Background: an optimization exercise with open tools, aiming at small area and a short achievable clock period. Do not read the settings as production practice.
In this exercise RTL edits were held to simulation tests only and were not proved equivalent to the original.
The clock input has no modelled driver; a real chip could not lean on it and would need a root buffer or a full tree.
Power is estimated from default activity; no workload was simulated.

## red
==> flow/design.v (excerpt) <==
module router_nport #(
    parameter int NPORT  = 8,
    parameter int ADDR_W = $clog2(NPORT)
) (
    input  logic             clk,
    input  logic             reset_n,
    input  logic [NPORT-1:0] din,
    input  logic [NPORT-1:0] frame_n,
    input  logic [NPORT-1:0] valid_n,
    output logic [NPORT-1:0] busy_n,
    output logic [NPORT-1:0] dout,
    output logic [NPORT-1:0] valido_n,
    output logic [NPORT-1:0] frameo_n
);
    localparam int N = 8;
    localparam int W = 3;
    logic [W:0]   r_sr    [N];
    logic [N-1:0] w_inArb;
    logic [W-1:0] w_addr  [N];
    logic [N-1:0] r_jg;      
    logic [N-1:0] w_ov;      
    logic [W-1:0] r_ptr   [N];
    logic [N-1:0] r_dout, r_valido, r_frameo;    
    logic [N-1:0] w_arb;
    logic [N-1:0] w_req   [N];    
    logic [N-1:0] w_st    [N];    
    logic [N-1:0] w_gnt   [N];    
    logic [N-1:0] w_granted;
    logic [W-1:0] w_pnext [N];
    logic [N-1:0] w_any;
    logic [N-1:0] w_osel  [N];    
    logic [N-1:0] w_dm, w_v, w_f;
    always_comb begin
        for (int i = 0; i < N; i++) begin
            w_inArb[i]  = r_sr[i][0];
            w_addr[i] = r_sr[i][W:1];
        end
    end
    assign w_arb = w_inArb;
    always_comb begin
        for (int d = 0; d < N; d++)
            for (int i = 0; i < N; i++) begin
                w_req[d][i] = w_arb[i] && (w_addr[i] == d);
                w_st[d][i]  = (r_ptr[d] == i);
            end
    end
    function automatic logic [N-1:0] prefixOr(input logic [N-1:0] x);
        logic [N-1:0] p1, p2, p4;
        p1 = x  | {x[N-2:0], 1'b0};
        p2 = p1 | {p1[N-3:0], 2'b0};
        p4 = p2 | {p2[N-5:0], 4'b0};
        prefixOr = {p4[N-2:0], 1'b0};
    endfunction
    always_comb begin
        w_granted = '0;
        for (int d = 0; d < N; d++) begin
            logic [N-1:0] above, hi, x;
            above = prefixOr(w_st[d]) | w_st[d];    
            hi    = w_req[d] & above;
            x     = (hi != '0) ? hi : w_req[d];
            w_gnt[d] = x & ~prefixOr(x) & {N{!w_ov[d]}};
            w_any[d] = (w_req[d] != '0);
            w_pnext[d] = '0;    
            for (int i = 0; i < N; i++)
                if (w_gnt[d][i]) w_pnext[d] = w_pnext[d] | W'((i + 1) % N);
            w_granted = w_granted | w_gnt[d];
        end
    end
    always_comb begin
        for (int d = 0; d < N; d++)
  ...
Size: about 1300 cells after synthesis, roughly 0.0079 mm² of cells after synthesis.
clock: 10.0 ns
lec_check: 0
abc_area: 1
cap_margin: 20
core_margin: 2
core_utilization: 30
place_density: 0.45
slew_margin: 20
synth_hierarchical: 1
synth_minimum_keep_size: 0
standard.sh (not shown) runs the stock make flow with config.mk's settings and CLKGATE_MAP_FILE= SYNTH_SCRIPT=/design/flow/synth_recipe.tcl, a recipe that flattens the netlist after the stock synthesis.
==> flow/flow/run.sh <==
#!/bin/bash
# Own layout flow: the standard layout, with
#  - synthesis by flow/my_synth.tcl: the standard synthesis script plus
#    a hand-mapped one-hot multiplexer module (flow/mux_cells.v),
#  - small port buffers (buf_2 instead of the default delay buffers),
#  - repair_timing aiming for a larger setup margin (the SDC is unchanged),
#  - a one-level clock tree (flow/cts_post.tcl, run as ORFS's POST_CTS_TCL
#    hook): four clkbuf_16 fed from the clock port, one per quadrant.
set -euo pipefail
work=$(pwd)
bash standard.sh SYNTH_SCRIPT=$work/flow/my_synth.tcl synth > synth.log 2>&1
export BUFFER_PORTS_ARGS="-buffer_cell sky130_fd_sc_hd__buf_2"
export SETUP_SLACK_MARGIN=7.2
export POST_CTS_TCL=$work/flow/cts_post.tcl
bash standard.sh finish > layout.log 2>&1
Other scripts of this flow, unchanged in this note and not shown: flow/flow/cts_post.tcl, flow/flow/mux_cells.v, flow/flow/my_synth.tcl
red: all stages complete, timing, DRC and antenna checks passed
Inputs modified between red and blue:
Settings: GPL_TIMING_DRIVEN newly set to 1.
### Flow results
Summary of blue over red: layout-stage area growth over the synthesis result comparable; part of the power in registers comparable.
Number of inserted filler cells in the final layout came out exactly the same in red and blue.
Looking at red and blue, the cell area is a wash.
Diff red..blue | final RePlAce weighted congestion | negligible
Modified inputs, green compared to blue
Settings: GPL_TIMING_DRIVEN: 1 -> unset.
diff --git a/flow/flow/run.sh b/flow/flow/run.sh
--- a/flow/flow/run.sh
+++ b/flow/flow/run.sh
@@ -13 +13 @@
-export SETUP_SLACK_MARGIN=7.2
+export SETUP_SLACK_MARGIN=7.1
## What came out
- Between green and blue, the final non-filler cell total does not differ in any meaningful way.
- On green: area growth from synthesis to final layout is 1.4 points lower than what blue gave.
- | met2 wire length | lower: green |
- Diff blue -> green: power dissipated in combinational cells did not really move; sequential share of power went up; minimum period implied by the final worst setup slack went up; net switching power figure went down.
- The final reports for green and blue show sequential fraction of total cell area higher in the former.
- Fraction of area in multi-input gates | green below blue
- Between green and blue, the worst hold slack figures differ only marginally.
- The slew of the pin with the lowest slew margin on green is in line with that on blue.
- Per the final summary, green finished and its layout is clean on timing, DRC and antenna.
- green vs blue, type of the worst setup path: input pin to flip-flop vs flip-flop to output port
The inputs of orange differ from those of green as listed below.
Settings: CORE_UTILIZATION changed from 30 to 40; PLACE_DENSITY changed from 0.45 to 0.55.
diff --git a/flow/flow/run.sh b/flow/flow/run.sh
--- a/flow/flow/run.sh
+++ b/flow/flow/run.sh
@@ -13 +13 @@
-export SETUP_SLACK_MARGIN=7.1
+export SETUP_SLACK_MARGIN=7.2
### Flow results
- Of green and orange, the run reporting the higher utilization of the core after routing was orange.
- The total length of routed wires of orange was superior to that of green.
- Source of the critical timing path: valid_n[6] -> orange, frame_n[1] -> green
- Tap cell instance count, green and orange: smaller value in orange
- Cmp green and orange / global-route usage / higher: orange
- Compared with green, in orange detail-routed net length per standard cell lost 0.63 µm, switching power total has decreased, number of top-level pins neither gained nor lost much.
- According to the power report, total power for orange is lower than for green.
In every run of this note, the design's own scripts or RTL, not TritonCTS, make the clock network.

-- re-timing with driven ports --
In the flow no input, the clock included, has a driving cell. The finished layouts below were timed again as built, in two steps.
Step 1 (the two cells are an assumption about what drives the block):
set clk [get_ports {clk}]
set_driving_cell -lib_cell sky130_fd_sc_hd__clkbuf_16 $clk
set_driving_cell -lib_cell sky130_fd_sc_hd__buf_2 [delete_from_list [all_inputs] $clk]
Step 2 also shifts input and output timing later by t, the mid clock arrival at the registers, as if the neighbouring blocks saw the same clock.
Slacks: ideal ports / drivers / drivers and shift; pairs: ideal ports / drivers.
| run | t, ns | slack for setup (ns) | latest minus earliest clock arrival (ns) | worst data-port slew with drivers (ns) |
|---|---|---|---|---|
| red | 0.272 | 7.200 / 7.094 / 7.033 | 0.010 / 0.010 | 0.04 |
| blue | 0.272 | 7.200 / 7.094 / 7.033 | 0.010 / 0.010 | 0.04 |
| green | 0.272 | 7.172 / 7.099 / 6.983 | 0.014 / 0.015 | 0.04 |
| orange | 0.263 | 7.166 / 7.074 / 6.978 | 0.007 / 0.008 | 0.04 |
After both steps every run listed still meets setup and hold. The setup slack of green, which loses most, moves by -0.073 ns with the drivers and by -0.189 ns with both steps.
